This is an optimization exercise on Yosys and OpenROAD, whose aim is small area, a short achievable clock period and few clock cycles, not a production implementation. At most, simulation tests tie the RTL to the original design; equivalence was not proved. Function not checked in runs 1 to 3 and 10: the RTL went through the layout flow alone. Power is estimated from default activity; no workload was simulated.

### flow/standard.sh
#!/bin/bash
# synth_recipe.tcl (not shown) runs the flow's synth.tcl, then flattens the netlist and writes it again
# the make line also repeats each setting of config.mk as NAME=value (left out here)
make -C /OpenROAD-flow-scripts/flow DESIGN_CONFIG=/design/flow/config.mk WORK_HOME=/design/flow/orfs CLKGATE_MAP_FILE= SYNTH_SCRIPT=/design/flow/synth_recipe.tcl "${@:-finish}"
### flow/design.v
package cmac_pkg;
  localparam int S_IDLE = 0;   
  localparam int S_W0   = 1;   
  localparam int S_W    = 2;   
  localparam int S_LDB  = 3;   
  localparam int S_OP   = 4;   
  localparam int S_OPP  = 5;   
  localparam int S_OPPL = 6;   
  localparam int S_LDL  = 7;   
  localparam int S_LOP  = 8;   
  localparam int S_LDF  = 9;   
  localparam int S_FOP  = 10;  
  localparam int NST    = 11;
  localparam logic [127:0] RB = 128'h87;
  function automatic logic [127:0] dbl(input logic [127:0] v);
    dbl = {v[126:0], 1'b0} ^ (v[127] ? RB : 128'h0);
  endfunction
endpackage
module cmac_subkey_gen (
  input  logic [127:0] l,
  output logic [127:0] k1,
  output logic [127:0] k2
);
  always_comb begin
    k1 = cmac_pkg::dbl(l);
    k2 = cmac_pkg::dbl(k1);
  end
endmodule
module cmac_ctrl #(
  parameter int unsigned TIMEOUT_CYCLES = 64
) (
  input  logic         CLK,
  input  logic         Rst_n,
  input  logic         start,
  input  logic [127:0] key,
  input  logic         msg_valid,
  output logic         msg_ready,
  input  logic [127:0] msg_data,
  input  logic         msg_last,
  input  logic [4:0]   msg_bytes,
  output logic [127:0] mac,
  output logic         mac_valid,
  output logic         busy,
  output logic         error,
  output logic         aes_ld,
  output logic [127:0] aes_key,
  output logic [127:0] aes_text_in,
  input  logic [127:0] aes_text_out,
  input  logic         aes_done
);
  localparam int unsigned CNT_W = $clog2(TIMEOUT_CYCLES);
  localparam logic [CNT_W-1:0] CNT_LAST = CNT_W'(TIMEOUT_CYCLES - 2);
  logic [cmac_pkg::NST-1:0] st_r, st_d;
  logic [127:0] key_r;
  logic [127:0] acc_r, acc_d;
  logic         full_r;
  logic [CNT_W-1:0] cnt_r;
  logic         ld_r, rdy_r, busy_r, mv_r, err_r, txt_r;
  logic         ld_d, rdy_d, txt_d;
  logic         waiting, timeout, take, start_ok, full, padded;
  logic [127:0] k1, k2;
  logic [15:0]  keep_b, pad_b;
  logic [127:0] msk_m, pad_m;
  logic         acc_a, acc_t, acc_k1, acc_k2;
  assign aes_key     = key_r;
  assign aes_text_in = acc_r & {128{txt_r}};
  assign aes_ld      = ld_r;
  assign mac         = acc_r;
  assign mac_valid   = mv_r;
  assign busy        = busy_r;
  assign error       = err_r;
  assign msg_ready   = rdy_r;
  cmac_subkey_gen u_subkey (
    .l  (aes_text_out),
    .k1 (k1),
    .k2 (k2)
  );
  always_comb begin
    full   = msg_bytes[4];
    padded = msg_last && !full;
    for (int i = 0; i < 16; i++) begin
      keep_b[i] = !padded || (4'(i) < msg_bytes[3:0]);
      pad_b[i]  = padded && (4'(i) == msg_bytes[3:0]);
      msk_m[127-8*i -: 8] = {8{keep_b[i]}};
      pad_m[127-8*i -: 8] = {pad_b[i], 7'b0};
    end
  end
  always_comb begin
    waiting  = st_r[cmac_pkg::S_OP] || st_r[cmac_pkg::S_OPP] || st_r[cmac_pkg::S_OPPL] ||
               st_r[cmac_pkg::S_LOP] || st_r[cmac_pkg::S_FOP];
    timeout  = waiting && !aes_done && (cnt_r == CNT_LAST);
    take     = msg_valid && rdy_r;
    start_ok = start && st_r[cmac_pkg::S_IDLE];
    acc_a  = st_r[cmac_pkg::S_W] || st_r[cmac_pkg::S_OPP] || st_r[cmac_pkg::S_OPPL] ||
             st_r[cmac_pkg::S_LDL] || st_r[cmac_pkg::S_LOP] || st_r[cmac_pkg::S_IDLE];
    acc_t  = aes_done && (st_r[cmac_pkg::S_OP] || st_r[cmac_pkg::S_OPP] ||
                          st_r[cmac_pkg::S_OPPL] || st_r[cmac_pkg::S_FOP]);
    acc_k1 = aes_done && st_r[cmac_pkg::S_LOP] && full_r;
    acc_k2 = aes_done && st_r[cmac_pkg::S_LOP] && !full_r;
    acc_d  = (acc_r & {128{acc_a}}) ^
             ((((msg_data & msk_m) | pad_m) & {128{take}}) |
              (aes_text_out & {128{acc_t}}) |
              (k1 & {128{acc_k1}}) | (k2 & {128{acc_k2}}));
    st_d = '0;
    if (st_r[cmac_pkg::S_IDLE]) st_d[cmac_pkg::S_IDLE] = 1'b1;
    if (st_r[cmac_pkg::S_W0] || st_r[cmac_pkg::S_W]) begin
      if (!take)         st_d[cmac_pkg::S_W]   = 1'b1;
      else if (msg_last) st_d[cmac_pkg::S_LDL] = 1'b1;
      else               st_d[cmac_pkg::S_LDB] = 1'b1;
    end
    if (st_r[cmac_pkg::S_LDB]) begin
      if (!take)         st_d[cmac_pkg::S_OP]   = 1'b1;
      else if (msg_last) st_d[cmac_pkg::S_OPPL] = 1'b1;
      else               st_d[cmac_pkg::S_OPP]  = 1'b1;
    end
    if (st_r[cmac_pkg::S_OP])   st_d[aes_done ? cmac_pkg::S_W   : cmac_pkg::S_OP]   = 1'b1;
    if (st_r[cmac_pkg::S_OPP])  st_d[aes_done ? cmac_pkg::S_LDB : cmac_pkg::S_OPP]  = 1'b1;
    if (st_r[cmac_pkg::S_OPPL]) st_d[aes_done ? cmac_pkg::S_LDL : cmac_pkg::S_OPPL] = 1'b1;
    if (st_r[cmac_pkg::S_LDL])  st_d[cmac_pkg::S_LOP] = 1'b1;
    if (st_r[cmac_pkg::S_LOP])  st_d[aes_done ? cmac_pkg::S_LDF : cmac_pkg::S_LOP]  = 1'b1;
    if (st_r[cmac_pkg::S_LDF])  st_d[cmac_pkg::S_FOP] = 1'b1;
    if (st_r[cmac_pkg::S_FOP])  st_d[aes_done ? cmac_pkg::S_IDLE : cmac_pkg::S_FOP] = 1'b1;
    if (timeout) begin
      st_d = '0;
      st_d[cmac_pkg::S_IDLE] = 1'b1;
    end
    if (start_ok) begin
      st_d = '0;
      st_d[cmac_pkg::S_W0] = 1'b1;
    end
    ld_d  = st_d[cmac_pkg::S_LDB] || st_d[cmac_pkg::S_LDL] || st_d[cmac_pkg::S_LDF];
    txt_d = st_d[cmac_pkg::S_LDB] || st_d[cmac_pkg::S_LDF];
    rdy_d = st_d[cmac_pkg::S_W0] || st_d[cmac_pkg::S_W] || st_d[cmac_pkg::S_LDB];
  end
  always_ff @(posedge CLK) begin
    acc_r <= acc_d;
    if (start_ok) key_r <= key;
    if (take && msg_last) full_r <= full;
    cnt_r <= ld_r ? '0 : cnt_r + CNT_W'(1);
  end
  always_ff @(posedge CLK) begin
    if (!Rst_n) begin
      st_r   <= cmac_pkg::NST'(1) << cmac_pkg::S_IDLE;
      ld_r   <= 1'b0;
      txt_r  <= 1'b0;
      rdy_r  <= 1'b0;
      busy_r <= 1'b0;
      mv_r   <= 1'b0;
      err_r  <= 1'b0;
    end else begin
      st_r   <= st_d;
      ld_r   <= ld_d;
      txt_r  <= txt_d;
      rdy_r  <= rdy_d;
      busy_r <= !st_d[cmac_pkg::S_IDLE];
      mv_r   <= st_r[cmac_pkg::S_FOP] && aes_done;
      err_r  <= timeout;
    end
  end
endmodule
### flow/flow/run.sh
#!/bin/bash
# Standard ORFS layout, but with the smallest buffer on each port instead of
# the delay cell buffer_ports picks by default.
set -euo pipefail
export BUFFER_PORTS_ARGS="-buffer_cell sky130_fd_sc_hd__buf_1"
bash standard.sh > standard.log 2>&1
### flow/config.mk
export PLATFORM = sky130hd
export DESIGN_NAME = cmac_ctrl
export DESIGN_NICKNAME = cmac_ctrl
export VERILOG_FILES = /design/flow/design.v
export SDC_FILE = /design/flow/constraint.sdc
export NUM_CORES = 4
export LEC_CHECK = 0
export CAP_MARGIN = 20
export CORE_MARGIN = 2
export CORE_UTILIZATION = 40
export SLEW_MARGIN = 20
### flow/constraint.sdc
create_clock -name core_clock -period 4.5 [get_ports {CLK}]
set_input_delay 0.9000 -clock core_clock [delete_from_list [all_inputs] [get_ports {CLK}]]
set_output_delay 0.9000 -clock core_clock [all_outputs]
set_load 0.01 [all_outputs]
==> impl_metrics.ini, run 1 <==
[floorplanning]
start_util = 0.407
die_y_um = 186
row_count = 66
die_x_um = 186

[run_status]
status = did not finish
haltStage = 3_2_place_iop
error_line = [ERROR PPL-0024] Number of IO pins (784) exceeds maximum number of available positions (666). Increase the die perimeter from 744.36um to 1066.24um.

[yosys]
synth-edff-count = 129
synthCells = 1168
yosys_warnings = 2
synthArstFlopShare = 0
syn_area_um2 = 13300
avgSynthCellArea_um2 = 11.4
synth_cell_types = 47
ys_seq_elements = 280
yosysSeqAreaShare = 0.520
ys.flop_type = dfxtp_1
syn_nets = 1565
-- cell usage after synthesis, drive strengths merged, types with 5 or more instances --
library cell / instances / area [µm²]
dfxtp: 151 / 3020
a221oi: 18 / 164
a222oi: 100 / 1000
o21ai: 18 / 90.1
nand2: 154 / 578
edfxtp: 129 / 3870
inv: 7 / 26.3
o211ai: 5 / 37.5
xor2: 122 / 1070
mux2i: 27 / 270
nand3: 5 / 25.0
mux2: 98 / 1100
a21oi: 19 / 95.1
nor2: 41 / 156
and2: 132 / 826
buf: 30 / 225
clkbuf: 50 / 188
xnor2: 16 / 140
a22oi: 5 / 37.5
-- logic make-up after synthesis --
family,after synthesis,share of synthesized area
muxes,125,0.104
xor gates and xnor gates,138,0.0911
AOI/OAI and AO/OA,184,0.120
and+or+nand+nor,352,0.131
buffers and inverters,87,0.0331
adders and majority gates,2,0.00189
DFF,280,0.520
==> inputs of run 2 (changes only) <==
==> flow/flow/run.sh (replaced) <==
#!/bin/bash
# Standard ORFS layout, with two changes to what it is given:
#  - the smallest buffer on each port instead of the delay cell that
#    buffer_ports picks by default;
#  - I/O pins may sit on adjacent routing tracks, so a small die still has
#    room for all 784 pins.
set -euo pipefail
export BUFFER_PORTS_ARGS="-buffer_cell sky130_fd_sc_hd__buf_1"
export PLACE_PINS_ARGS="-min_distance 1 -min_distance_in_tracks"
bash standard.sh > standard.log 2>&1
==> impl_metrics.ini, run 2 <==
[run_status]
status = no timing/DRC/antenna violations

[timing]
slew_headroom = 0.318
setup_violations = 0
fmax_ghz = 0.336
finalCritPeriodShare = 0.662
tightest_slew_ns = 1.02
hold_viol_final = 0
post-route-min-period_ns = 2.98
rsz0062_at_grt = no
setup_slack_ns = 1.52
finalMaxSlewViolations = 0
finClkSkew_ns = 0.0251
tns_ns = 0

[yosys]
synthMostInstantiatedCell = nand2_1
yosys_warnings = 2
syn_area_um2 = 13300
synth-edff-count = 129
netlist_top_cells_count = nand2_1, dfxtp_1, and2_1
yosys-mux-area-fraction = 0.104
avgSynthCellArea_um2 = 11.4
synth_compound_area_frac = 0.120
synthAdderAreaFrac = 0.00189
synth_simple_gate_area_frac = 0.131
synth_top_area_frac = 0.292
ys.flop_type = dfxtp_1
yosys.area.top_type = edfxtp_1
ys_seq_elements = 280
synthCells = 1168
synth_top_family_by_area = simple AND/OR/NAND/NOR gates
synth_xor_area_frac = 0.0911
yosysSeqAreaShare = 0.520
synthTopCellsByArea = edfxtp_1, dfxtp_1, mux2_2
synth_cell_types = 47
syn_nets = 1565
synthArstFlopShare = 0

[worst_setup_path]
r2r_slack_ns = 2.13
max_stage_delay_ns = 0.99
required_ns = 3.60
r2r_start = rdy_r
crit_path_end_kind = primary output
r2r_end = acc_r[85]
worstSetupPathType = flip-flop to primary output
cp_max_fo = 128
crit_chain = and2_1 -> buf_1
slowest_stage = dfxtp_4
crit_arrival_ns = 2.08
ff2ff_path_depth = 5
critical_path.startpoint_type = flip-flop

[detailed_routing]
dr.pass1.iters = 8
drc = 0
wire_per_inst_um = 21.5
dr.first_iter.drc_count = 1215
vias_per_cell = 5.31
ant_nets = 0
totalWireLength_mm = 51.4
vias = 12700

[grt]
gr-usage-all-layers = 0.270
grt_max_degree = 129
grt_pass1_vias = 11900
grt_first_pass_wirelength_mm = 70.8
antenna_found_initial = 12
grt-ovfl-total = 0

[finish]
final_cell_mix = buf_1, nand2_1, dfxtp_1
drive_gt1_frac = 0.0890
final_common_cell = buf_1
fin_nets = 2315
final_cells = 2395
fillers = 3074
top_regs = acc_r (128), key_r (128), st_r (11)
synthToLayoutAreaGrowth_pct = 32.8

[placed_design]
hpwl_mm = 39.7
dp.cells = 2326
port_buffers = 783
pre_cts_ws_ns = 1.40
gp_congestion = 0.883

[clocking]
post-cts-setup-buffers = 0
cts_max_path_buffers = 3
cts_tree = done
clock_latency_ns = 0.56
cts_hold_buf = 0
cts_sinks = 280
numCtsBuffers = 31
htree_levels = 1
cts_resized = 0
path_clk_slew_ns = 0.06
clock-root-buffer = clkbuf_16

[power]
powerDensity_nw_per_um2 = 413
leakage_uw = 0.00595
peakVddDrop_v = 0.000285

[hold_path]
hold_path.class = flip-flop to flip-flop
min-delay-start = cnt_r[0]
worstHoldEndpoint = cnt_r[0]
holdPathStages = 1

[floorplanning]
start_util = 0.407
dieArea_um2 = 34600
die_x_um = 186
row_count = 66
die_y_um = 186
ios = 784
coreArea_um2 = 32600

[flow_run]
maxCapViolations = 0
==> run 2: how the worst max path moves through the flow <==
| stage | endpoint | startpoint | slack [ns] |
|---|---|---|---|
| 3_3_place_gp | acc_r[81] | msg_valid | 1.47 |
| 2_1_floorplan | key_r[0] | start | 0.56 |
| 6_report | aes_text_in[97] | txt_r | 1.52 |
| 3_5_place_dp | acc_r[2] | msg_last | 1.40 |
| 4_1_cts | aes_text_in[97] | txt_r | 1.54 |
| 5_1_grt | aes_text_in[97] | txt_r | 1.38 |
==> run 2: metal layers <==
metal | global-route usage | share of wire | vias to the layer above
met5 | 0 | 0.0018 | -
met4 | 0.0920 | 0.028 | 14
met3 | 0.104 | 0.13 | 117
met2 | 0.448 | 0.46 | 805
met1 | 0.319 | 0.38 | 5963
li1 | - | - | 5826
==> run 2: critical path: cells and delay by family (launching register included) <==
kind / cells / cell delay, ns
DFF: 1 / 0.99
buffers and inverters: 1 / 0.23
and+or+nand+nor: 1 / 0.23
==> run 2: area by class of cell <==
type | instances | area, µm² | share of cell area
Clock buffer | 43 | 862 | 0.0489
Multi-Input combinational cell | 801 | 5940 | 0.337
Timing Repair Buffer | 797 | 3120 | 0.177
Tap cell | 442 | 553 | 0.0314
Inverter | 7 | 28.8 | 0.00163
Sequential cell | 280 | 6900 | 0.392
Clock inverter | 15 | 193 | 0.0109
Antenna cell | 10 | 25.0 | 0.00142
==> run 2: logic make-up (layout without fill, tap and decap cells) <==
group,Yosys count,count (layout)
AOI/OAI and AO/OA,184,184
xor gates and xnor gates,138,138
adders and majority gates,2,2
buffers and inverters,87,862
DFF,280,280
muxes,125,125
other,0,10
and+or+nand+nor,352,352
==> run 2: metrics by stage <==
stage / area, µm² / hold slack, ns / utilization / total power [µW]
after floorplan: 13300 / 0.413 / - / 4040
after global placement: 16500 / 0.423 / 0.506 / 4660
after detailed placement: 16500 / 0.440 / 0.506 / 4690
after CTS: 17600 / 0.468 / 0.539 / 7310
after global routing: 17600 / 0.480 / 0.539 / 7600
final: 17600 / 0.462 / 0.540 / 7270
==> run 2: power by group <==
group          switching [µW]  leakage (µW)  internal (µW)
registers                 327       0.00248           3070
clock network            1050      0.000517           1570
logic                     780       0.00296            481
total                    2160       0.00595           5120
==> inputs of run 3 (changes only) <==
--- a/flow/config.mk
+++ b/flow/config.mk
@@ -10,2 +10,3 @@
 export CORE_UTILIZATION = 40
+export SETUP_SLACK_MARGIN = 2.1
 export SLEW_MARGIN = 20
==> impl_metrics.ini, run 3 <==
[finish]
final_area_um2 = 17700
final_common_cell = buf_1
drive_gt1_frac = 0.0935
final_cell_mix = buf_1, nand2_1, dfxtp_1
top_regs = acc_r (128), key_r (128), st_r (11)
synthToLayoutAreaGrowth_pct = 33.3
fillers = 2983
fin_nets = 2318

[detailed_routing]
dr.first_iter.drc_count = 1159
vias_per_cell = 5.37
ant_nets = 0
drc = 0
totalWireLength_mm = 53.6
dr.pass1.iters = 13
wire_per_inst_um = 22.3
vias = 12900

[floorplanning]
die_x_um = 186
ios = 784
start_util = 0.407
row_count = 66
die_y_um = 186
coreArea_um2 = 32600
dieArea_um2 = 34600

[yosys]
yosys.area.top_type = edfxtp_1
ys_seq_elements = 280
synthMostInstantiatedCell = nand2_1
syn_area_um2 = 13300
synthArstFlopShare = 0
avgSynthCellArea_um2 = 11.4
syn_nets = 1565
ys.flop_type = dfxtp_1
synth-edff-count = 129
synth_top_area_frac = 0.292
netlist_top_cells_count = nand2_1, dfxtp_1, and2_1
synth_cell_types = 47
synthCells = 1168
synthTopCellsByArea = edfxtp_1, dfxtp_1, mux2_2
yosysSeqAreaShare = 0.520
yosys_warnings = 2

[placed_design]
port_buffers = 783
gp_congestion = 0.894
hpwl_mm = 39.9
post_dp_cell_area_um2 = 16500

[timing]
tightest_slew_ns = 0.922
hold_viol_final = 0
tns_ns = 0
post-route-min-period_ns = 2.47
slew_headroom = 0.384
finalMaxSlewViolations = 0
fmax_ghz = 0.406
setup_violations = 0
finalCritPeriodShare = 0.548
finClkSkew_ns = 0.00639
rsz0062_at_grt = yes

[power]
p_clk_frac = 0.351
leakage_uw = 0.00596
internal_power_uw = 5010
p_comb_frac = 0.177
switchingPower_uw = 2200
power_frac_seq = 0.471
powerDensity_nw_per_um2 = 408
p_sw_frac = 0.305
peakVddDrop_v = 0.000273

[worst_setup_path]
required_ns = 3.60
cp_max_fo = 6
worstSetupPathType = flip-flop to primary output
critical_path.startpoint_type = flip-flop
crit_path_end_kind = primary output
crit_arrival_ns = 1.57

[hold_path]
hold_path.class = flip-flop to flip-flop

[clocking]
path_clk_slew_ns = 0.06
numCtsBuffers = 31
cts_tree = done
clock-root-buffer = clkbuf_16
clock_latency_ns = 0.56
htree_levels = 1
cts_max_path_buffers = 3
cts_sinks = 280
cts_hold_buf = 0

[run_status]
status = no timing/DRC/antenna violations

[flow_run]
maxCapViolations = 0

[grt]
grt_first_pass_wirelength_mm = 73.4
grt_pass1_vias = 12200
gr-usage-all-layers = 0.282
antenna_found_initial = 19
grt_max_degree = 101
grt-ovfl-total = 0
-- run 3: final cells by class --
cell class	count	area, µm²	share of cell area
clock inverters	18	181	0.0103
repair buffers	800	3190	0.180
well taps	442	553	0.0313
flip-flops and latches	280	6900	0.390
clock buffers	40	820	0.0463
multi-input cells	801	5970	0.338
diodes	16	40.0	0.00226
inverters	7	30.0	0.00170
-- run 3: critical path: stages (launching register included) --
cell and delay [ns]:
dfxtp_4 0.43, buf_4 0.23, and2_1 0.18, buf_1 0.17
-- run 3: path summary, 6_finish.rpt --
path | startpoint | to | slack [ns] | cells after the start
max | txt_r | aes_text_in[111] | 2.03 | 3
min | st_r[9] | st_r[10] | 0.43 | 2
max reg2reg | st_r[5] | acc_r[37] | 2.34 | 5
min reg2reg | st_r[9] | st_r[10] | 0.43 | 2
-- run 3: kinds of logic after synthesis --
logic type | count (synthesis) | synth area share
compound gates | 184 | 0.120
xor+xnor | 138 | 0.0911
fa+ha+maj | 2 | 0.00189
buf+inv | 87 | 0.0331
flops | 280 | 0.520
mux | 125 | 0.104
simple gates | 352 | 0.131
-- run 3: power groups by stage --
stage          logic (µW)  registers [µW]  clock network, µW
2_1_floorplan         546            3490                  0
3_3_place_gp         1240            3430                  0
3_5_place_dp         1260            3440                  0
4_1_cts              1270            3390               2580
5_1_grt              1410            3430               2670
6_report             1280            3400               2530
-- run 3: metrics by stage --
step                      cells  utilization  hold slack (ns)  setup slack, ns  power [µW]
after floorplan            1168            -            0.413             1.28        4040
after global placement     2323        0.505            0.421             1.57        4670
after detailed placement   2323        0.505            0.427             1.53        4700
after CTS                  2386        0.539            0.441             2.02        7240
after global routing       2399        0.542            0.478             1.97        7520
final                      2404        0.542            0.434             2.03        7210
-- run 3: repair_timing --
| item | 4_1_cts | 5_1_grt |
|---|---|---|
| buffers inserted | 5 | 0 |
| gates resized for setup | 1 | 12 |
| gates cloned | 0 | 1 |
| setup endpoints to repair | 128 | 174 |
| pin swaps | 0 | 0 |
-- run 3: routing by layer --
layer | track usage | part of all wire | up-vias | wire (µm)
li1 | - | - | 5849 | -
met1 | 0.327 | 0.38 | 6102 | 20400
met2 | 0.462 | 0.46 | 810 | 24500
met3 | 0.104 | 0.12 | 135 | 6540
met4 | 0.127 | 0.038 | 18 | 2040
met5 | 0.0207 | 0.0033 | - | 176
==> inputs of run 4 (changes only) <==
--- a/flow/design.v
+++ b/flow/design.v
@@ -57,4 +57,5 @@
   logic [CNT_W-1:0] cnt_r;
-  logic         ld_r, rdy_r, busy_r, mv_r, err_r, txt_r;
-  logic         ld_d, rdy_d, txt_d;
+  logic         ld_r, rdy_r, busy_r, mv_r, err_r;
+  logic         ld_d, rdy_d;
+  logic [7:0]   txt_r, txt_d;
   logic         waiting, timeout, take, start_ok, full, padded;
@@ -65,3 +66,2 @@
   assign aes_key     = key_r;
-  assign aes_text_in = acc_r & {128{txt_r}};
   assign aes_ld      = ld_r;
@@ -131,3 +131,12 @@
     ld_d  = st_d[cmac_pkg::S_LDB] || st_d[cmac_pkg::S_LDL] || st_d[cmac_pkg::S_LDF];
-    txt_d = st_d[cmac_pkg::S_LDB] || st_d[cmac_pkg::S_LDF];
+    txt_d[0] = !st_d[cmac_pkg::S_LDL] && !st_d[cmac_pkg::S_IDLE];
+    txt_d[1] = !st_d[cmac_pkg::S_LDL] && !st_d[cmac_pkg::S_W0];
+    txt_d[2] = !st_d[cmac_pkg::S_LDL] && !st_d[cmac_pkg::S_W];
+    txt_d[3] = !st_d[cmac_pkg::S_LDL] && !st_d[cmac_pkg::S_OP];
+    txt_d[4] = !st_d[cmac_pkg::S_LDL] && !st_d[cmac_pkg::S_OPP];
+    txt_d[5] = !st_d[cmac_pkg::S_LDL] && !st_d[cmac_pkg::S_OPPL];
+    txt_d[6] = !st_d[cmac_pkg::S_LDL] && !st_d[cmac_pkg::S_LOP];
+    txt_d[7] = !st_d[cmac_pkg::S_LDL] && !st_d[cmac_pkg::S_FOP];
+    for (int g = 0; g < 8; g++)
+      aes_text_in[16*g +: 16] = acc_r[16*g +: 16] & {16{txt_r[g]}};
     rdy_d = st_d[cmac_pkg::S_W0] || st_d[cmac_pkg::S_W] || st_d[cmac_pkg::S_LDB];
@@ -144,3 +153,3 @@
       ld_r   <= 1'b0;
-      txt_r  <= 1'b0;
+      txt_r  <= '0;
       rdy_r  <= 1'b0;
--- a/flow/config.mk
+++ b/flow/config.mk
@@ -10,3 +10,3 @@
 export CORE_UTILIZATION = 40
-export SETUP_SLACK_MARGIN = 2.1
+export SETUP_SLACK_MARGIN = 2.3
 export SLEW_MARGIN = 20
==> impl_metrics.ini, run 4 <==
[yosys]
synth-edff-count = 129
synthCells = 1204
synth_cell_types = 51
netlist_top_cells_count = dfxtp_1, nand2_1, and2_1
synthMostInstantiatedCell = dfxtp_1
syn_nets = 1601
yosysSeqAreaShare = 0.523
ys_seq_elements = 287
synth_top_area_frac = 0.288
synthTopCellsByArea = edfxtp_1, dfxtp_1, xor2_1
yosys_warnings = 2
ys.flop_type = dfxtp_1
yosys.area.top_type = edfxtp_1
syn_area_um2 = 13500
synthArstFlopShare = 0
avgSynthCellArea_um2 = 11.2

[timing]
setup_slack_ns = 2.23
rsz0062_at_grt = yes
setup_violations = 0
finClkSkew_ns = 0.0192
hold_viol_final = 0
finalMaxSlewViolations = 0
fmax_ghz = 0.440
hold_slack_ns = 0.459
tightest_slew_ns = 0.716
slew_headroom = 0.521
finalCritPeriodShare = 0.505
tns_ns = 0
post-route-min-period_ns = 2.27

[worst_setup_path]
required_ns = 3.60
path_delay_family = flip-flops
crit_buf_inv = 2
crit_arrival_ns = 1.37
slowest_stage = dfxtp_4
critical_path.startpoint_type = flip-flop
max_stage_delay_ns = 0.37
crit_path_end_kind = primary output
crit_chain = buf_12 -> and2_1 -> buf_1
cp_max_fo = 8
worstSetupPathType = flip-flop to primary output

[placed_design]
port_buffers = 783
gp_congestion = 0.958
hpwl_mm = 40.2
pre_cts_ws_ns = 1.45

[detailed_routing]
wire_per_inst_um = 22.2
vias_per_cell = 5.43
ant_nets = 0
vias = 13400
dr.pass1.iters = 10
totalWireLength_mm = 54.7
dr.first_iter.drc_count = 1432
drc = 0

[run_status]
status = no timing/DRC/antenna violations

[flow_run]
maxCapViolations = 0

[finish]
utilization = 0.570
final_cell_mix = buf_1, nand2_1, dfxtp_1
fin_nets = 2377
final_common_cell = buf_1
top_regs = acc_r (128), key_r (128), st_r (11)
drive_gt1_frac = 0.174
fillers = 3007
synthToLayoutAreaGrowth_pct = 41.3

[clocking]
clock-root-buffer = clkbuf_16
numCtsBuffers = 31
cts_sinks = 287
clock_latency_ns = 0.56
cts_tree = done
path_clk_slew_ns = 0.06
htree_levels = 1
cts_max_path_buffers = 3

[floorplanning]
start_util = 0.403
row_count = 67
coreArea_um2 = 33400
die_x_um = 187
dieArea_um2 = 35100
ios = 784
die_y_um = 187

[grt]
grt_first_pass_wirelength_mm = 77.5
grt_max_degree = 68
grt_pass1_vias = 12800
grt-ovfl-total = 0
antenna_found_initial = 15
gr-usage-all-layers = 0.284

[hold_path]
hold_path.class = flip-flop to flip-flop

[power]
power_uw = 7740
leakage_uw = 0.00672
peakVddDrop_v = 0.000266
powerDensity_nw_per_um2 = 407
[run 4: cell count changes after synthesis, sizes merged, moves of 5 or more]
cell	previous run	this run
a222oi	100	95
nor2b	4	9
buf	30	25
a221oi	18	25
mux2i	27	32
nand2	154	149
dfxtp	151	158
nor2	41	58
[run 4: kinds of logic after synthesis]
| logic type | count (synthesis) | share of synthesized area |
|---|---|---|
| buffers and inverters | 85 | 0.0258 |
| DFF | 287 | 0.523 |
| and+or+nand+nor | 373 | 0.135 |
| adders and majority gates | 2 | 0.00186 |
| muxes | 126 | 0.103 |
| xor gates and xnor gates | 138 | 0.0899 |
| AOI/OAI and AO/OA | 193 | 0.122 |
[run 4: cell type report]
class	count	area (µm²)	share of cell area
Clock inverter	19	253	0.0133
Inverter	7	30.0	0.00158
Antenna cell	12	30.0	0.00158
Timing Repair Buffer	818	3890	0.205
Clock buffer	38	802	0.0422
Tap cell	448	561	0.0295
Multi-Input combinational cell	835	6370	0.335
Sequential cell	287	7070	0.372
[run 4: stage by stage]
step	cells	cell area, µm²
after floorplan	1204	13500
after global placement	2373	16900
after detailed placement	2373	16900
after CTS	2441	18200
after global routing	2460	19000
final	2464	19000
[run 4: what timing repair did]
item                       4_1_cts  5_1_grt
setup buffers                    9       10
gates resized for setup         85      218
pin swaps                        6        1
cloned                           2        1
hold buffers                     0        0
setup endpoints to repair      244      251
[run 4: tightest hold or removal path: stages, from the launching register on]
cell	delay [ns]
dfxtp_1	0.30
a21oi_1	0.05
nor2_1	0.07
[run 4: report_power, final]
group          leakage, µW  internal [µW]  switching [µW]
Combinational      0.00368            716             923
Clock             0.000497           1610            1070
Sequential         0.00255           3100             322
Total              0.00672           5420            2310
[run 4: path summary, 6_finish.rpt]
| check | start | endpoint | slack, ns | depth (start not counted) |
|---|---|---|---|---|
| max | txt_r[2] | aes_text_in[36] | 2.23 | 3 |
| min | st_r[9] | st_r[10] | 0.46 | 2 |
| max reg2reg | st_r[6] | acc_r[2] | 2.39 | 5 |
| min reg2reg | st_r[9] | st_r[10] | 0.46 | 2 |
[run 4: layer usage]
metal  vias to the layer above  share of wire  track usage
met1                      6336           0.39        0.354
li1                       6010              -            -
met2                       869           0.45        0.456
met4                         6          0.044        0.121
met3                       159           0.11       0.0891
met5                         -        0.00084            0
Testbench counts of run 4, summed over its fixed seeds: cycles 13,792.
==> inputs of run 5 (changes only) <==
--- a/flow/design.v
+++ b/flow/design.v
@@ -64,3 +64,5 @@
   logic [127:0] msk_m, pad_m;
-  logic         acc_a, acc_t, acc_k1, acc_k2;
+  logic         acc_t, acc_k1, acc_k2;
+  logic         sel_a_r, sel_t_r, sel_k1_r, sel_k2_r;
+  logic         sel_a_d, sel_t_d, sel_k1_d, sel_k2_d;
   assign aes_key     = key_r;
@@ -93,9 +95,6 @@
     start_ok = start && st_r[cmac_pkg::S_IDLE];
-    acc_a  = st_r[cmac_pkg::S_W] || st_r[cmac_pkg::S_OPP] || st_r[cmac_pkg::S_OPPL] ||
-             st_r[cmac_pkg::S_LDL] || st_r[cmac_pkg::S_LOP] || st_r[cmac_pkg::S_IDLE];
-    acc_t  = aes_done && (st_r[cmac_pkg::S_OP] || st_r[cmac_pkg::S_OPP] ||
-                          st_r[cmac_pkg::S_OPPL] || st_r[cmac_pkg::S_FOP]);
-    acc_k1 = aes_done && st_r[cmac_pkg::S_LOP] && full_r;
-    acc_k2 = aes_done && st_r[cmac_pkg::S_LOP] && !full_r;
-    acc_d  = (acc_r & {128{acc_a}}) ^
+    acc_t  = aes_done && sel_t_r;
+    acc_k1 = aes_done && sel_k1_r;
+    acc_k2 = aes_done && sel_k2_r;
+    acc_d  = (acc_r & {128{sel_a_r}}) ^
              ((((msg_data & msk_m) | pad_m) & {128{take}}) |
@@ -130,2 +129,8 @@
     end
+    sel_a_d  = st_d[cmac_pkg::S_W] || st_d[cmac_pkg::S_OPP] || st_d[cmac_pkg::S_OPPL] ||
+               st_d[cmac_pkg::S_LDL] || st_d[cmac_pkg::S_LOP] || st_d[cmac_pkg::S_IDLE];
+    sel_t_d  = st_d[cmac_pkg::S_OP] || st_d[cmac_pkg::S_OPP] || st_d[cmac_pkg::S_OPPL] ||
+               st_d[cmac_pkg::S_FOP];
+    sel_k1_d = st_d[cmac_pkg::S_LOP] && full_r;
+    sel_k2_d = st_d[cmac_pkg::S_LOP] && !full_r;
     ld_d  = st_d[cmac_pkg::S_LDB] || st_d[cmac_pkg::S_LDL] || st_d[cmac_pkg::S_LDF];
@@ -154,2 +159,6 @@
       txt_r  <= '0;
+      sel_a_r  <= 1'b1;
+      sel_t_r  <= 1'b0;
+      sel_k1_r <= 1'b0;
+      sel_k2_r <= 1'b0;
       rdy_r  <= 1'b0;
@@ -162,2 +171,6 @@
       txt_r  <= txt_d;
+      sel_a_r  <= sel_a_d;
+      sel_t_r  <= sel_t_d;
+      sel_k1_r <= sel_k1_d;
+      sel_k2_r <= sel_k2_d;
       rdy_r  <= rdy_d;
==> impl_metrics.ini, run 5 <==
[run_status]
status = no timing/DRC/antenna violations

[worst_setup_path]
crit_path_end_kind = primary output
r2r_end = acc_r[65]
critical_path.startpoint_type = flip-flop
required_ns = 3.60
worstSetupPathType = flip-flop to primary output
r2r_slack_ns = 2.45
ff2ff_path_depth = 5
crit_arrival_ns = 1.44
cp_max_fo = 5
r2r_start = sel_k2_r

[yosys]
synth-edff-count = 129
avgSynthCellArea_um2 = 11.1
ys_seq_elements = 291
syn_nets = 1592
yosys_warnings = 2
synthCells = 1195
yosys.area.top_type = edfxtp_1
synthArstFlopShare = 0
syn_area_um2 = 13300
synthTopCellsByArea = edfxtp_1, dfxtp_1, xor2_1
ys.flop_type = dfxtp_1
yosysSeqAreaShare = 0.535
synth_cell_types = 53
netlist_top_cells_count = dfxtp_1, nand2_1, and2_1
synth_top_area_frac = 0.291
synthMostInstantiatedCell = dfxtp_1

[timing]
finalMaxSlewViolations = 0
post-route-min-period_ns = 2.34
hold_viol_final = 0
hold_slack_ns = 0.461
finClkSkew_ns = 0.00873
fmax_ghz = 0.428
tightest_slew_ns = 0.768
finalCritPeriodShare = 0.519
setup_violations = 0
rsz0062_at_grt = yes
slew_headroom = 0.487
setup_slack_ns = 2.16
tns_ns = 0

[clocking]
clock-root-buffer = clkbuf_16
cts_max_path_buffers = 3
cts_tree = done
clock_latency_ns = 0.56
htree_levels = 1
cts_hold_buf = 0
numCtsBuffers = 31
cts_sinks = 291
path_clk_slew_ns = 0.07

[finish]
final_cell_mix = buf_1, dfxtp_1, nand2_1
multi_input_area_um2 = 6210
seq_area_um2 = 7150
top_regs = acc_r (128), key_r (128), st_r (11)
drive_gt1_frac = 0.187
final_common_cell = buf_1
synthToLayoutAreaGrowth_pct = 44.3
fillers = 2855
fin_nets = 2359
final_area_um2 = 19200

[detailed_routing]
vias = 13600
ant_nets = 0
vias_per_cell = 5.57
dr.pass1.iters = 5
wire_per_inst_um = 23.2
drc = 0
dr.first_iter.drc_count = 931
totalWireLength_mm = 56.6

[floorplanning]
die_y_um = 186
row_count = 66
start_util = 0.408
die_x_um = 186
coreArea_um2 = 32600
ios = 784
dieArea_um2 = 34700

[grt]
grt_first_pass_wirelength_mm = 80.5
antenna_found_initial = 17
grt_max_degree = 93
gr-usage-all-layers = 0.299
grt_pass1_vias = 13000
grt-ovfl-total = 0

[placed_design]
port_buffers = 783
post_dp_cell_area_um2 = 16600
pre_cts_ws_ns = 1.33
hpwl_mm = 40.7
gp_congestion = 0.957

[hold_path]
worstHoldEndpoint = sel_k2_r
hold_path.class = flip-flop to flip-flop
min-delay-start = full_r
holdPathStages = 1

[power]
powerDensity_nw_per_um2 = 412
leakage_uw = 0.00682
peakVddDrop_v = 0.000260
power_uw = 7900

[flow_run]
maxCapViolations = 0
[run 5: kinds of logic (layout without fill, tap and decap cells)]
logic type	Yosys count	after routing	synth area share
compound gates	315	315	0.210
fa+ha+maj	2	2	0.00188
xor+xnor	135	135	0.0889
other cells	0	11	0
buf+inv	89	879	0.0277
simple gates	363	365	0.136
flops	291	291	0.535
[run 5: power breakdown]
part	switching, µW	leakage [µW]	internal [µW]	total [µW]
sequential	386	0.00258	3170	3560
clock	1080	0.000462	1430	2510
combinational	987	0.00378	845	1830
[run 5: cell type report]
type | count | share of cell area
Tap cell | 442 | 0.0288
Antenna cell | 11 | 0.00143
Clock buffer | 35 | 0.0412
Sequential cell | 291 | 0.373
Multi-Input combinational cell | 817 | 0.324
Timing Repair Buffer | 812 | 0.220
Clock inverter | 23 | 0.0100
Inverter | 9 | 0.00196
[run 5: how the worst max path moves through the flow]
stage / start / end / slack, ns / cells after the start
final: txt_r[0] / aes_text_in[4] / 2.16 / 4
after global routing: txt_r[0] / aes_text_in[4] / 2.13 / 4
after CTS: msg_bytes[3] / acc_r[30] / 2.11 / 6
after detailed placement: aes_done / acc_r[51] / 1.33 / 6
after global placement: aes_done / acc_r[49] / 1.36 / 6
after floorplan: start / ld_r / 1.14 / 4
[run 5: critical path, cell delays in order (launching register included)]
cell and delay [ns]:
dfxtp_4 0.37, buf_12 0.13, buf_12 0.13, and2_4 0.14
buf_6 0.11
[run 5: timing repair]
| item | 4_1_cts | 5_1_grt |
|---|---|---|
| endpoints found under the setup margin | 255 | 248 |
| pin swaps | 11 | 0 |
| hold endpoints to repair | 0 | 0 |
| gates resized for setup | 176 | 251 |
| cloned | 2 | 1 |
| setup buffers | 14 | 5 |
[run 5: routing by layer]
metal  vias up  routed length (µm)  global-route usage
met3       179                7020               0.114
met4        16                2700               0.126
met1      6470               21500               0.364
met2       915               25300               0.474
li1       6006                   -                   -
met5         -                 107                   0
[run 5: through the flow]
step	instances	utilization
floorplan	1195	-
global placement	2349	0.509
detailed placement	2349	0.509
CTS	2423	0.562
global route	2436	0.588
finish	2440	0.588
Testbench counts of run 5, summed over its fixed seeds: cycles 13,792.
==> inputs of run 6 (changes only) <==
--- a/flow/config.mk
+++ b/flow/config.mk
@@ -10,2 +10,4 @@
 export CORE_UTILIZATION = 40
+export CTS_CLUSTER_DIAMETER = 60
+export CTS_CLUSTER_SIZE = 30
 export SETUP_SLACK_MARGIN = 2.3
==> impl_metrics.ini, run 6 <==
[yosys]
yosys_warnings = 2
ys_seq_elements = 291
avgSynthCellArea_um2 = 11.1
yosysSeqAreaShare = 0.535
ys.flop_type = dfxtp_1
synth_cell_types = 53
syn_nets = 1592
synthMostInstantiatedCell = dfxtp_1
synth_top_area_frac = 0.291
syn_area_um2 = 13300
yosys.area.top_type = edfxtp_1
synthTopCellsByArea = edfxtp_1, dfxtp_1, xor2_1
synth-edff-count = 129
synthArstFlopShare = 0
netlist_top_cells_count = dfxtp_1, nand2_1, and2_1
synthCells = 1195

[grt]
grt_first_pass_wirelength_mm = 79.8
grt-ovfl-total = 0
antenna_found_initial = 16
grt_max_degree = 93
grt_pass1_vias = 12900
gr-usage-all-layers = 0.297

[hold_path]
hold_path.class = flip-flop to flip-flop

[clocking]
cts_max_path_buffers = 3
path_clk_slew_ns = 0.09
cts_hold_buf = 0
clock-root-buffer = clkbuf_16
clock_latency_ns = 0.54
cts_sinks = 291
htree_levels = 1
numCtsBuffers = 24
cts_tree = done

[finish]
multi_input_area_um2 = 6110
final_common_cell = buf_1
drive_gt1_frac = 0.162
synthToLayoutAreaGrowth_pct = 40.6
final_cells = 2425
final_area_um2 = 18700
final_cell_mix = buf_1, nand2_1, dfxtp_1
seq_area_um2 = 7150
fin_nets = 2353
fillers = 2926
top_regs = acc_r (128), key_r (128), st_r (11)

[timing]
post-route-min-period_ns = 2.30
finalMaxSlewViolations = 0
tns_ns = 0
hold_viol_final = 0
setup_slack_ns = 2.20
finClkSkew_ns = 0.0334
finalCritPeriodShare = 0.512
tightest_slew_ns = 0.773
rsz0062_at_grt = yes
slew_headroom = 0.483
fmax_ghz = 0.434
setup_violations = 0

[floorplanning]
row_count = 66
coreArea_um2 = 32600
start_util = 0.408
die_y_um = 186
die_x_um = 186
dieArea_um2 = 34700
ios = 784

[worst_setup_path]
required_ns = 3.60
critical_path.startpoint_type = flip-flop
crit_path_end_kind = primary output
cp_max_fo = 5
worstSetupPathType = flip-flop to primary output
crit_arrival_ns = 1.40

[placed_design]
hpwl_mm = 40.7
dp.cells = 2349
gp_congestion = 0.957
pre_cts_ws_ns = 1.33
post_dp_cell_area_um2 = 16600
port_buffers = 783

[power]
powerDensity_nw_per_um2 = 402
leakage_uw = 0.00658
power_frac_seq = 0.472
p_sw_frac = 0.326
peakVddDrop_v = 0.000269
p_clk_frac = 0.296
switchingPower_uw = 2450
internal_power_uw = 5070
p_comb_frac = 0.232

[detailed_routing]
dr.pass1.iters = 5
wire_per_inst_um = 23.0
dr.first_iter.drc_count = 1046
vias = 13400
totalWireLength_mm = 55.7
ant_nets = 0
drc = 0
vias_per_cell = 5.52

[flow_run]
maxCapViolations = 0

[run_status]
status = no timing/DRC/antenna violations
run 6: power groups by stage:
stage / clock, µW / sequential (µW) / combinational (µW)
after floorplan: 0 / 3610 / 659
after global placement: 0 / 3590 / 1420
after detailed placement: 0 / 3600 / 1440
after CTS: 2270 / 3540 / 1590
after global routing: 2360 / 3580 / 1870
final: 2230 / 3550 / 1740
run 6: layout make-up:
cell class              count  share of cell area
diodes                      9             0.00120
clock buffers              28              0.0357
clock inverters            16             0.00883
inverters                   9             0.00201
multi-input cells         817               0.327
flip-flops and latches    291               0.383
well taps                 442              0.0296
repair buffers            813               0.213
run 6: path summary, 6_finish.rpt:
check	slack, ns	end	cells after the start	from
worst max register to register	2.44	acc_r[65]	5	sel_k2_r
worst min-delay path	0.47	sel_k2_r	1	full_r
worst min register to register	0.47	sel_k2_r	1	full_r
worst max-delay path	2.20	aes_text_in[4]	4	txt_r[0]
run 6: worst max-delay path: stages, from the launching register on:
cell	delay, ns
dfxtp_4	0.37
buf_12	0.13
buf_12	0.12
and2_4	0.14
buf_6	0.11
run 6: per-stage QoR:
step / power, µW / utilization / hold WS, ns
2_1_floorplan: 4270 / - / 0.411
3_3_place_gp: 5010 / 0.509 / 0.424
3_5_place_dp: 5040 / 0.509 / 0.452
4_1_cts: 7390 / 0.556 / 0.468
5_1_grt: 7820 / 0.573 / 0.492
6_report: 7520 / 0.573 / 0.465
run 6: routing by layer:
| metal | wire (µm) | global-route usage | up-vias | share of wire |
|---|---|---|---|---|
| met1 | 21000 | 0.362 | 6395 | 0.38 |
| li1 | - | - | 5980 | - |
| met2 | 25300 | 0.474 | 840 | 0.45 |
| met5 | 108 | 0 | - | 0.0019 |
| met4 | 2270 | 0.123 | 16 | 0.041 |
| met3 | 6960 | 0.109 | 145 | 0.13 |
run 6: logic make-up after synthesis:
logic type / after synthesis / share of synthesized area
buffers and inverters: 89 / 0.0277
AND/OR/NAND/NOR: 363 / 0.136
adder cells (fa/ha/maj): 2 / 0.00188
XOR/XNOR: 135 / 0.0889
flip-flops: 291 / 0.535
AO/OA/AOI/OAI: 315 / 0.210
run 6: what timing repair did:
action / CTS / global route
cloned: 2 / 1
resized for setup: 168 / 148
setup endpoints to repair: 256 / 206
pin swaps: 14 / 0
hold endpoints to repair: 0 / 0
setup buffers: 13 / 7
==> inputs of run 7 (changes only) <==
--- a/flow/config.mk
+++ b/flow/config.mk
@@ -10,5 +10,5 @@
 export CORE_UTILIZATION = 40
-export CTS_CLUSTER_DIAMETER = 60
-export CTS_CLUSTER_SIZE = 30
-export SETUP_SLACK_MARGIN = 2.3
+export CTS_CLUSTER_DIAMETER = 100
+export CTS_CLUSTER_SIZE = 24
+export SETUP_SLACK_MARGIN = 2.5
 export SLEW_MARGIN = 20
==> impl_metrics.ini, run 7 <==
[floorplanning]
row_count = 66
coreArea_um2 = 32600
die_x_um = 186
ios = 784
start_util = 0.408
dieArea_um2 = 34700
die_y_um = 186

[power]
leakage_uw = 0.00708
peakVddDrop_v = 0.000213
powerDensity_nw_per_um2 = 360
power_uw = 7080

[yosys]
synth-edff-count = 129
syn_area_um2 = 13300
ys_seq_elements = 291
synthCells = 1195
synthMostInstantiatedCell = dfxtp_1
yosys_warnings = 2
synth_top_area_frac = 0.291
synthTopCellsByArea = edfxtp_1, dfxtp_1, xor2_1
synth_cell_types = 53
synthArstFlopShare = 0
netlist_top_cells_count = dfxtp_1, nand2_1, and2_1
yosys.area.top_type = edfxtp_1
ys.flop_type = dfxtp_1
yosysSeqAreaShare = 0.535
syn_nets = 1592
avgSynthCellArea_um2 = 11.1

[grt]
grt_max_degree = 77
grt-ovfl-total = 0
grt_pass1_vias = 12800
grt_first_pass_wirelength_mm = 78.0
gr-usage-all-layers = 0.288
antenna_found_initial = 14

[finish]
final_common_cell = buf_1
drive_gt1_frac = 0.289
fillers = 2804
final_cell_mix = buf_1, nand2_1, buf_6
utilization = 0.603
fin_nets = 2355
synthToLayoutAreaGrowth_pct = 47.9
top_regs = acc_r (128), key_r (128), st_r (11)

[detailed_routing]
wire_per_inst_um = 22.4
dr.first_iter.drc_count = 802
vias_per_cell = 5.43
ant_nets = 0
drc = 0
totalWireLength_mm = 54.3
dr.pass1.iters = 5
vias = 13100

[hold_path]
holdPathStages = 1
hold_path.class = flip-flop to flip-flop

[worst_setup_path]
crit_path_end_kind = primary output
worstSetupPathType = flip-flop to primary output
r2r_slack_ns = 2.54
required_ns = 3.60
ff2ff_path_depth = 5
crit_arrival_ns = 1.33
critical_path.startpoint_type = flip-flop
cp_max_fo = 8

[timing]
hold_viol_final = 0
fmax_ghz = 0.448
setup_violations = 0
tightest_slew_ns = 0.794
finalCritPeriodShare = 0.496
finalMaxSlewViolations = 0
rsz0062_at_grt = yes
finClkSkew_ns = 0.0232
slew_headroom = 0.471
post-route-min-period_ns = 2.23
tns_ns = 0

[clocking]
cts_sinks = 291
htree_levels = 1
path_clk_slew_ns = 0.11
numCtsBuffers = 16
cts_hold_buf = 0
clock-root-buffer = clkbuf_16
cts_max_path_buffers = 3
clock_latency_ns = 0.51
cts_tree = done

[placed_design]
gp_congestion = 0.976
hpwl_mm = 38.2
port_buffers = 783

[flow_run]
maxCapViolations = 0

[run_status]
status = no timing/DRC/antenna violations
==> run 7: layout make-up <==
| cell class | count | area (µm²) | area share |
|---|---|---|---|
| Multi-Input combinational cell | 821 | 6900 | 0.351 |
| Inverter | 9 | 37.5 | 0.00191 |
| Clock inverter | 2 | 25.0 | 0.00127 |
| Clock buffer | 26 | 459 | 0.0233 |
| Tap cell | 442 | 553 | 0.0281 |
| Sequential cell | 291 | 7240 | 0.368 |
| Timing Repair inverter | 1 | 7.51 | 0.000382 |
| Timing Repair Buffer | 818 | 4430 | 0.225 |
| Antenna cell | 9 | 22.5 | 0.00114 |
==> run 7: logic make-up after synthesis <==
logic type,count (synthesis),synth area share
buffers and inverters,89,0.0277
and+or+nand+nor,363,0.136
DFF,291,0.535
adders and majority gates,2,0.00188
AOI/OAI and AO/OA,315,0.210
xor gates and xnor gates,135,0.0889
==> run 7: metal layers <==
metal	global-route usage	up-vias	part of all wire
li1	-	5974	-
met5	0	-	0.00096
met3	0.0899	123	0.10
met2	0.483	737	0.47
met4	0.0957	8	0.037
met1	0.351	6302	0.38
==> run 7: metrics by stage <==
stage          instance area (µm²)  setup slack, ns  hold WS [ns]  instances
2_1_floorplan                14100             1.14         0.411       1195
3_3_place_gp                 17300             1.39         0.423       2347
3_5_place_dp                 17300             1.37         0.436       2347
4_1_cts                      18600             2.25         0.448       2402
5_1_grt                      19700             2.21         0.479       2416
6_report                     19700             2.27         0.440       2419
==> run 7: power breakdown <==
part           internal (µW)  total, µW  switching, µW
sequential              3200       3560            362
clock                    723       1600            882
combinational            903       1920           1020
total                   4820       7080           2260
==> run 7: worst paths after layout <==
| check | startpoint | to |
|---|---|---|
| setup / recovery | txt_r[4] | aes_text_in[67] |
| setup reg to reg | sel_k2_r | acc_r[82] |
| hold reg to reg | full_r | sel_k2_r |
| hold / removal | full_r | sel_k2_r |
==> run 7: repair_timing <==
action,in CTS,in global routing
buffers inserted,20,8
resized for setup,234,360
gates cloned,7,0
setup endpoints to repair,381,272
pin swaps,19,6
==> run 7: critical path, cell delays in order, from the launching register on <==
cell     delay, ns
dfxtp_4       0.42
buf_8         0.16
and2_4        0.16
buf_6         0.10
==> inputs of run 8 (changes only) <==
--- a/flow/config.mk
+++ b/flow/config.mk
@@ -9,6 +9,6 @@
 export CORE_MARGIN = 2
-export CORE_UTILIZATION = 40
+export CORE_UTILIZATION = 55
 export CTS_CLUSTER_DIAMETER = 100
 export CTS_CLUSTER_SIZE = 24
-export SETUP_SLACK_MARGIN = 2.5
+export SETUP_SLACK_MARGIN = 2.3
 export SLEW_MARGIN = 20
==> impl_metrics.ini, run 8 <==
[run_status]
status = no timing/DRC/antenna violations

[floorplanning]
dieArea_um2 = 25400
die_x_um = 160
ios = 784
row_count = 56
start_util = 0.563
die_y_um = 160
coreArea_um2 = 23600

[flow_run]
maxCapViolations = 0

[clocking]
cts_sinks = 291
path_clk_slew_ns = 0.10
clock_latency_ns = 0.51
clock-root-buffer = clkbuf_16
cts_tree = done
cts_hold_buf = 0
numCtsBuffers = 16
cts_max_path_buffers = 3
htree_levels = 1

[finish]
fin_nets = 2333
synthToLayoutAreaGrowth_pct = 30.9
fillers = 1832
drive_gt1_frac = 0.0853
seq_area_um2 = 7150
top_regs = acc_r (128), key_r (128), st_r (11)
multi_input_area_um2 = 5980
final_common_cell = buf_1
final_cell_mix = buf_1, dfxtp_1, nand2_1
final_area_um2 = 17400

[yosys]
yosys_warnings = 2
ys.flop_type = dfxtp_1
synth_cell_types = 53
synthCells = 1195
syn_nets = 1592
synth_top_area_frac = 0.291
netlist_top_cells_count = dfxtp_1, nand2_1, and2_1
syn_area_um2 = 13300
synth-edff-count = 129
yosysSeqAreaShare = 0.535
synthArstFlopShare = 0
avgSynthCellArea_um2 = 11.1
ys_seq_elements = 291
synthTopCellsByArea = edfxtp_1, dfxtp_1, xor2_1
synthMostInstantiatedCell = dfxtp_1
yosys.area.top_type = edfxtp_1

[detailed_routing]
vias_per_cell = 5.85
dr.first_iter.drc_count = 1416
drc = 0
vias = 13400
wire_per_inst_um = 22.6
dr.pass1.iters = 7
ant_nets = 0
totalWireLength_mm = 51.8

[worst_setup_path]
cp_max_fo = 8
crit_path_end_kind = primary output
critical_path.startpoint_type = flip-flop
crit_arrival_ns = 1.35
required_ns = 3.60
worstSetupPathType = flip-flop to primary output

[timing]
setup_slack_ns = 2.25
tns_ns = 0
fmax_ghz = 0.445
finalCritPeriodShare = 0.500
slew_headroom = 0.265
rsz0062_at_grt = yes
hold_viol_final = 0
post-route-min-period_ns = 2.25
tightest_slew_ns = 1.10
finClkSkew_ns = 0.0453
finalMaxSlewViolations = 0
hold_slack_ns = 0.439
setup_violations = 0

[grt]
grt_first_pass_wirelength_mm = 73.7
grt_pass1_vias = 12400
gr-usage-all-layers = 0.373
antenna_found_initial = 20
grt_max_degree = 108
grt-ovfl-total = 0

[hold_path]
hold_path.class = flip-flop to flip-flop

[power]
power_uw = 6670
power_frac_seq = 0.531
powerDensity_nw_per_um2 = 383
peakVddDrop_v = 0.000297
leakage_uw = 0.00594
switchingPower_uw = 2180
internal_power_uw = 4500
p_comb_frac = 0.231
p_clk_frac = 0.238
p_sw_frac = 0.326

[placed_design]
gp_congestion = 0.972
pre_cts_ws_ns = 1.44
post_dp_cell_area_um2 = 16400
hpwl_mm = 38.6
port_buffers = 783
==> run 8: logic make-up after synthesis <==
family	share of synthesized area
AO/OA/AOI/OAI	0.210
XOR/XNOR	0.0889
adder cells (fa/ha/maj)	0.00188
buffers and inverters	0.0277
flip-flops	0.535
AND/OR/NAND/NOR	0.136
==> run 8: through the flow <==
| step | utilization | instances |
|---|---|---|
| 5_1_grt | 0.736 | 2276 |
| 6_report | 0.737 | 2289 |
| 3_3_place_gp | 0.696 | 2224 |
| 4_1_cts | 0.722 | 2255 |
| 2_1_floorplan | - | 1195 |
| 3_5_place_dp | 0.696 | 2224 |
==> run 8: final cells by class <==
type                            count  share of cell area
Clock buffer                       27              0.0266
Tap cell                          319              0.0229
Antenna cell                       24             0.00345
Sequential cell                   291               0.411
Timing Repair Buffer              798               0.189
Multi-Input combinational cell    820               0.343
Inverter                            9             0.00216
Clock inverter                      1             0.00173
==> run 8: repair_timing <==
item                                    CTS  global route
pin swaps                                 3             1
hold endpoints to repair                  0             0
endpoints found under the setup margin  254           166
cloned                                    3             2
setup buffers                             0             8
gates resized for setup                  38            80
==> run 8: power by group through the flow <==
stage               clock [µW]  combinational [µW]  sequential (µW)
finish                    1590                1540             3540
global route              1690                1650             3570
CTS                       1610                1460             3530
detailed placement           0                1450             3580
global placement             0                1410             3580
floorplan                    0                 659             3610
==> run 8: final timing paths <==
| check | from | to | slack [ns] | cells after the start |
|---|---|---|---|---|
| max | txt_r[2] | aes_text_in[40] | 2.25 | 3 |
| min reg2reg | full_r | sel_k2_r | 0.44 | 1 |
| max reg2reg | sel_a_r | acc_r[98] | 2.41 | 3 |
| min | full_r | sel_k2_r | 0.44 | 1 |
==> run 8: layer usage <==
metal | vias up | share of wire | GRT usage
li1 | 5941 | - | -
met3 | 232 | 0.11 | 0.122
met5 | - | 0.00025 | 0
met2 | 906 | 0.47 | 0.607
met1 | 6303 | 0.35 | 0.423
met4 | 2 | 0.069 | 0.242
==> run 8: worst max-delay path, stage by stage (launching register included) <==
cell and delay (ns):
dfxtp_4 0.38, buf_12 0.13, and2_1 0.14, buf_1 0.19
==> inputs of run 9 (changes only) <==
--- a/flow/config.mk
+++ b/flow/config.mk
@@ -9,3 +9,3 @@
 export CORE_MARGIN = 2
-export CORE_UTILIZATION = 55
+export CORE_UTILIZATION = 40
 export CTS_CLUSTER_DIAMETER = 100
==> impl_metrics.ini, run 9 <==
[timing]
finClkSkew_ns = 0.0199
fmax_ghz = 0.450
slew_headroom = 0.492
finalMaxSlewViolations = 0
tns_ns = 0
rsz0062_at_grt = yes
hold_viol_final = 0
setup_violations = 0
finalCritPeriodShare = 0.494
tightest_slew_ns = 0.760
post-route-min-period_ns = 2.22

[worst_setup_path]
critical_path.startpoint_type = flip-flop
crit_chain = buf_12 -> and2_1 -> buf_2
r2r_slack_ns = 2.46
crit_arrival_ns = 1.32
crit_start = txt_r[0]
slowest_stage = dfxtp_4
crit_path_end_kind = primary output
max_stage_delay_ns = 0.38
required_ns = 3.60
cp_max_fo = 9
r2r_start = rdy_r
worstSetupPathType = flip-flop to primary output

[power]
powerDensity_nw_per_um2 = 380
peakVddDrop_v = 0.000190
leakage_uw = 0.00621

[placed_design]
dp.cells = 2349
post_dp_cell_area_um2 = 16600
hpwl_mm = 40.7
gp_congestion = 0.957
port_buffers = 783

[run_status]
status = no timing/DRC/antenna violations

[yosys]
ys_seq_elements = 291
ys.flop_type = dfxtp_1
synthMostInstantiatedCell = dfxtp_1
yosys_warnings = 2
syn_area_um2 = 13300
synth_top_area_frac = 0.291
synth-edff-count = 129
synthArstFlopShare = 0
synthCells = 1195
netlist_top_cells_count = dfxtp_1, nand2_1, and2_1
yosysSeqAreaShare = 0.535
yosys.area.top_type = edfxtp_1
syn_nets = 1592
avgSynthCellArea_um2 = 11.1
synth_cell_types = 53
synthTopCellsByArea = edfxtp_1, dfxtp_1, xor2_1

[flow_run]
maxCapViolations = 0

[clocking]
numCtsBuffers = 16
path_clk_slew_ns = 0.10
cts_tree = done
cts_hold_buf = 0
clock-root-buffer = clkbuf_16
cts_max_path_buffers = 3
htree_levels = 1
clock_latency_ns = 0.51
cts_sinks = 291

[detailed_routing]
totalWireLength_mm = 55.2
dr.pass1.iters = 9
wire_per_inst_um = 23.0
vias_per_cell = 5.50
ant_nets = 0
vias = 13200
dr.first_iter.drc_count = 913
drc = 0

[floorplanning]
start_util = 0.408
ios = 784
die_x_um = 186
die_y_um = 186
dieArea_um2 = 34700
row_count = 66
coreArea_um2 = 32600

[finish]
final_cell_mix = buf_1, dfxtp_1, nand2_1
synthToLayoutAreaGrowth_pct = 35.2
fillers = 3017
fin_nets = 2340
final_area_um2 = 18000
final_common_cell = buf_1
top_regs = acc_r (128), key_r (128), st_r (11)
drive_gt1_frac = 0.121
utilization = 0.551
final_cells = 2403

[grt]
met1_usage = 0.354
grt-ovfl-total = 0
use_met3 = 0.107
grt_first_pass_wirelength_mm = 78.1
grtUsageMet2 = 0.469
grt_max_degree = 93
grt_pass1_vias = 12600
gr-usage-all-layers = 0.290
antenna_found_initial = 15
top_usage_layer = met2

[hold_path]
min-delay-start = full_r
hold_path.class = flip-flop to flip-flop
## run 9: cell counts after synthesis
No cell type changed its count.
## run 9: timing repair
action | 4_1_cts | 5_1_grt
cloned | 2 | 0
endpoints found under the setup margin | 256 | 205
gates resized for setup | 65 | 173
setup buffers | 4 | 12
pin swaps | 3 | 2
## run 9: routing by layer
metal  share of wire  wire [µm]  vias to the layer above
met5          0.0023        126                        -
met4           0.039       2150                       18
met3            0.12       6570                      145
met2            0.45      24900                      826
met1            0.39      21400                     6302
li1                -          -                     5932
## run 9: worst max-delay path, delay by kind of cell (launching register included)
family	cells	cell delay, ns
flip-flops	1	0.38
buffers and inverters	2	0.28
AND/OR/NAND/NOR	1	0.15
## run 9: logic make-up after synthesis
family,after synthesis,synth area share
and+or+nand+nor,363,0.136
AOI/OAI and AO/OA,315,0.210
buffers and inverters,89,0.0277
DFF,291,0.535
adders and majority gates,2,0.00188
xor gates and xnor gates,135,0.0889
## run 9: area by class of cell
class | instances | area, µm² | share of cell area
antenna | 8 | 20.0 | 0.00111
clock buffer | 26 | 469 | 0.0261
clock inverter | 2 | 25.0 | 0.00139
inverter | 9 | 37.5 | 0.00209
multi-input combinational | 817 | 6040 | 0.336
sequential | 291 | 7150 | 0.398
tap | 442 | 553 | 0.0307
timing repair buffer | 808 | 3690 | 0.205
## run 9: worst paths after layout
| check | to | depth (start not counted) |
|---|---|---|
| worst min register to register | sel_k2_r | 1 |
| worst max-delay path | aes_text_in[0] | 3 |
| worst max register to register | acc_r[63] | 5 |
| worst min-delay path | sel_k2_r | 1 |
## run 9: report_power, final
group	total [µW]	switching [µW]	internal (µW)
clock network	1630	895	735
logic	1660	956	703
registers	3540	378	3170
total	6830	2230	4600
## run 9: through the flow
step                      hold WS [ns]  setup slack [ns]  total power [µW]
final                            0.464              2.28              6830
after floorplan                  0.411              1.14              4270
after CTS                        0.469              2.27              6690
after detailed placement         0.452              1.33              5040
after global placement           0.424              1.36              5010
after global routing             0.494              2.23              7120
==> inputs of run 10 (changes only) <==
--- a/flow/design.v
+++ b/flow/design.v
@@ -57,3 +57,3 @@
   logic [CNT_W-1:0] cnt_r;
-  logic         ld_r, rdy_r, busy_r, mv_r, err_r;
+  logic         ld_r, rdy_r, busy_r, err_r;
   logic         ld_d, rdy_d;
@@ -69,5 +69,3 @@
   assign aes_ld      = ld_r;
-  assign mac         = acc_r;
-  assign mac_valid   = mv_r;
-  assign busy        = busy_r;
+  assign mac         = aes_text_out;
   assign error       = err_r;
@@ -94,3 +92,5 @@
     take     = msg_valid && rdy_r;
-    start_ok = start && st_r[cmac_pkg::S_IDLE];
+    mac_valid = st_r[cmac_pkg::S_FOP] && aes_done;
+    busy      = busy_r && !mac_valid;
+    start_ok  = start && (st_r[cmac_pkg::S_IDLE] || mac_valid);
     acc_t  = aes_done && sel_t_r;
@@ -131,4 +131,3 @@
                st_d[cmac_pkg::S_LDL] || st_d[cmac_pkg::S_LOP] || st_d[cmac_pkg::S_IDLE];
-    sel_t_d  = st_d[cmac_pkg::S_OP] || st_d[cmac_pkg::S_OPP] || st_d[cmac_pkg::S_OPPL] ||
-               st_d[cmac_pkg::S_FOP];
+    sel_t_d  = st_d[cmac_pkg::S_OP] || st_d[cmac_pkg::S_OPP] || st_d[cmac_pkg::S_OPPL];
     sel_k1_d = st_d[cmac_pkg::S_LOP] && full_r;
@@ -165,3 +164,2 @@
       busy_r <= 1'b0;
-      mv_r   <= 1'b0;
       err_r  <= 1'b0;
@@ -177,3 +175,2 @@
       busy_r <= !st_d[cmac_pkg::S_IDLE];
-      mv_r   <= st_r[cmac_pkg::S_FOP] && aes_done;
       err_r  <= timeout;
==> impl_metrics.ini, run 10 <==
[yosys]
yosys.area.top_type = edfxtp_1
syn_area_um2 = 14200
ys_seq_elements = 290
synthArstFlopShare = 0
synth_cell_types = 50
syn_nets = 1711
synthMostInstantiatedCell = dfxtp_1
synth_top_area_frac = 0.273
synthCells = 1314
synthTopCellsByArea = edfxtp_1, dfxtp_1, xor2_1
netlist_top_cells_count = dfxtp_1, nand2_1, and2_1
ys.flop_type = dfxtp_1
avgSynthCellArea_um2 = 10.8
synth-edff-count = 129
yosys_warnings = 2
yosysSeqAreaShare = 0.501

[timing]
finalMaxSlewViolations = 0
setup_slack_ns = 2.12
fmax_ghz = 0.420
finalCritPeriodShare = 0.529
setup_violations = 0
finClkSkew_ns = 0.0221
tightest_slew_ns = 0.897
tns_ns = 0
rsz0062_at_grt = yes
hold_viol_final = 0
post-route-min-period_ns = 2.38
slew_headroom = 0.401

[hold_path]
hold_path.class = flip-flop to flip-flop
holdPathStages = 1

[detailed_routing]
totalWireLength_mm = 54.1
vias = 13000
dr.pass1.iters = 5
wire_per_inst_um = 22.2
drc = 0
ant_nets = 0
vias_per_cell = 5.35
dr.first_iter.drc_count = 799

[clocking]
cts_tree = done
clock-root-buffer = clkbuf_16
cts_sinks = 290
htree_levels = 1
path_clk_slew_ns = 0.10
cts_max_path_buffers = 3
clock_latency_ns = 0.51
numCtsBuffers = 16

[worst_setup_path]
slowest_stage = and2_4
crit_top_cell = buf_6
crit_chain = buf_1 -> buf_6 -> and2_4 -> nor2b_4 -> buf_6
crit_path_end_kind = primary output
ff2ff_path_depth = 4
cp.depth = 5
crit_arrival_ns = 1.48
cp_max_fo = 3
path_delay_family = buffers and inverters
required_ns = 3.60
critical_path.startpoint_type = primary input
worstSetupPathType = primary input to primary output
crit_buf_inv = 3
max_stage_delay_ns = 0.16

[finish]
utilization = 0.552
final_common_cell = buf_1
final_cell_mix = buf_1, dfxtp_1, nand2_1
fin_nets = 2361
synthToLayoutAreaGrowth_pct = 35.2
top_regs = acc_r (128), key_r (128), st_r (11)
drive_gt1_frac = 0.236

[flow_run]
maxCapViolations = 0

[grt]
met1_usage = 0.320
use_met3 = 0.0826
antenna_found_initial = 11
top_usage_layer = met2
grt_pass1_vias = 12000
grt-ovfl-total = 0
grt_max_degree = 107
grt_first_pass_wirelength_mm = 72.6
grtUsageMet2 = 0.428
gr-usage-all-layers = 0.258

[floorplanning]
die_y_um = 192
dieArea_um2 = 37000
coreArea_um2 = 34700
start_util = 0.408
die_x_um = 192
ios = 784
row_count = 68

[power]
peakVddDrop_v = 0.000328
leakage_uw = 0.00694
powerDensity_nw_per_um2 = 326

[placed_design]
hpwl_mm = 38.3
port_buffers = 783
pre_cts_ws_ns = 1.41
gp_congestion = 0.919

[run_status]
status = no timing/DRC/antenna violations
run 10: metrics by stage:
| step | power, µW | hold slack (ns) | instances | instance area, µm² |
|---|---|---|---|---|
| after global placement | 4280 | 0.432 | 2362 | 16600 |
| after global routing | 6510 | 0.478 | 2431 | 19200 |
| final | 6240 | 0.465 | 2435 | 19200 |
| after detailed placement | 4310 | 0.448 | 2362 | 16600 |
| after floorplan | 3870 | 0.411 | 1314 | 14200 |
| after CTS | 6160 | 0.471 | 2411 | 18300 |
run 10: cells by family after synthesis:
group,count (synthesis),share of synthesized area
AO/OA/AOI/OAI,326,0.198
XOR/XNOR,136,0.0840
adder cells (fa/ha/maj),2,0.00177
buffers and inverters,211,0.0926
flip-flops,290,0.501
AND/OR/NAND/NOR,349,0.123
run 10: timing repair:
item                       4_1_cts  5_1_grt
hold buffers                     0        0
gates cloned                     2        3
buffers inserted                20       14
pin swaps                       20       14
setup endpoints to repair      322      257
resized for setup              334      247
run 10: path summary, 6_finish.rpt:
kind,startpoint,endpoint,slack [ns]
min,full_r,sel_k2_r,0.46
max reg2reg,rdy_r,acc_r[34],2.50
max,aes_done,busy,2.12
min reg2reg,full_r,sel_k2_r,0.46
run 10: layer usage:
layer  up-vias  share of wire
li1       5973              -
met1      6187           0.39
met2       762           0.47
met3       104           0.11
met4        12          0.029
met5         -         0.0014
run 10: layout make-up:
class                      instances  area, µm²
antenna                            7       17.5
clock buffer                      24        452
clock inverter                     3       51.3
fill                            3208      15600
inverter                           6       22.5
multi-input combinational        816       6290
sequential                       290       7130
tap                              455        569
timing repair buffer             834       4630
run 10: power breakdown:
group	switching (µW)	leakage [µW]	internal, µW
sequential	160	0.00256	3050
combinational	720	0.00414	646
clock	894	0.000243	773
total	1770	0.00694	4470

==> what the ideal ports hide <==
In the flow no input, the clock included, has a driving cell. The finished layouts below were timed again as built, in two steps. Step 1 assumes that a clkbuf_16 drives the clock port and a buf_2 every other input. Step 2 also shifts input and output timing later by t, the mid clock arrival at the registers, as if the neighbouring blocks saw the same clock. a / b / c = no drivers / after step 1 / after step 2; a / b = the first two.
run	t (ns)	setup WS [ns]	worst hold slack (ns)	latest minus earliest clock arrival (ns)
run 2	0.602	1.519 / 1.469 / 1.410	0.462 / 0.462 / 0.462	0.026 / 0.026
run 8	0.538	2.252 / 2.201 / 1.833	0.439 / 0.439 / 0.439	0.048 / 0.048
run 9	0.554	2.277 / 2.224 / 1.810	0.464 / 0.464 / 0.464	0.020 / 0.020
run 10	0.553	2.121 / 2.088 / 1.739	0.465 / 0.465 / 0.465	0.023 / 0.023
After both steps every run listed still meets setup and hold. For run 9, which loses most, drivers alone change the setup slack by -0.053 ns; drivers and shift together by -0.467 ns.
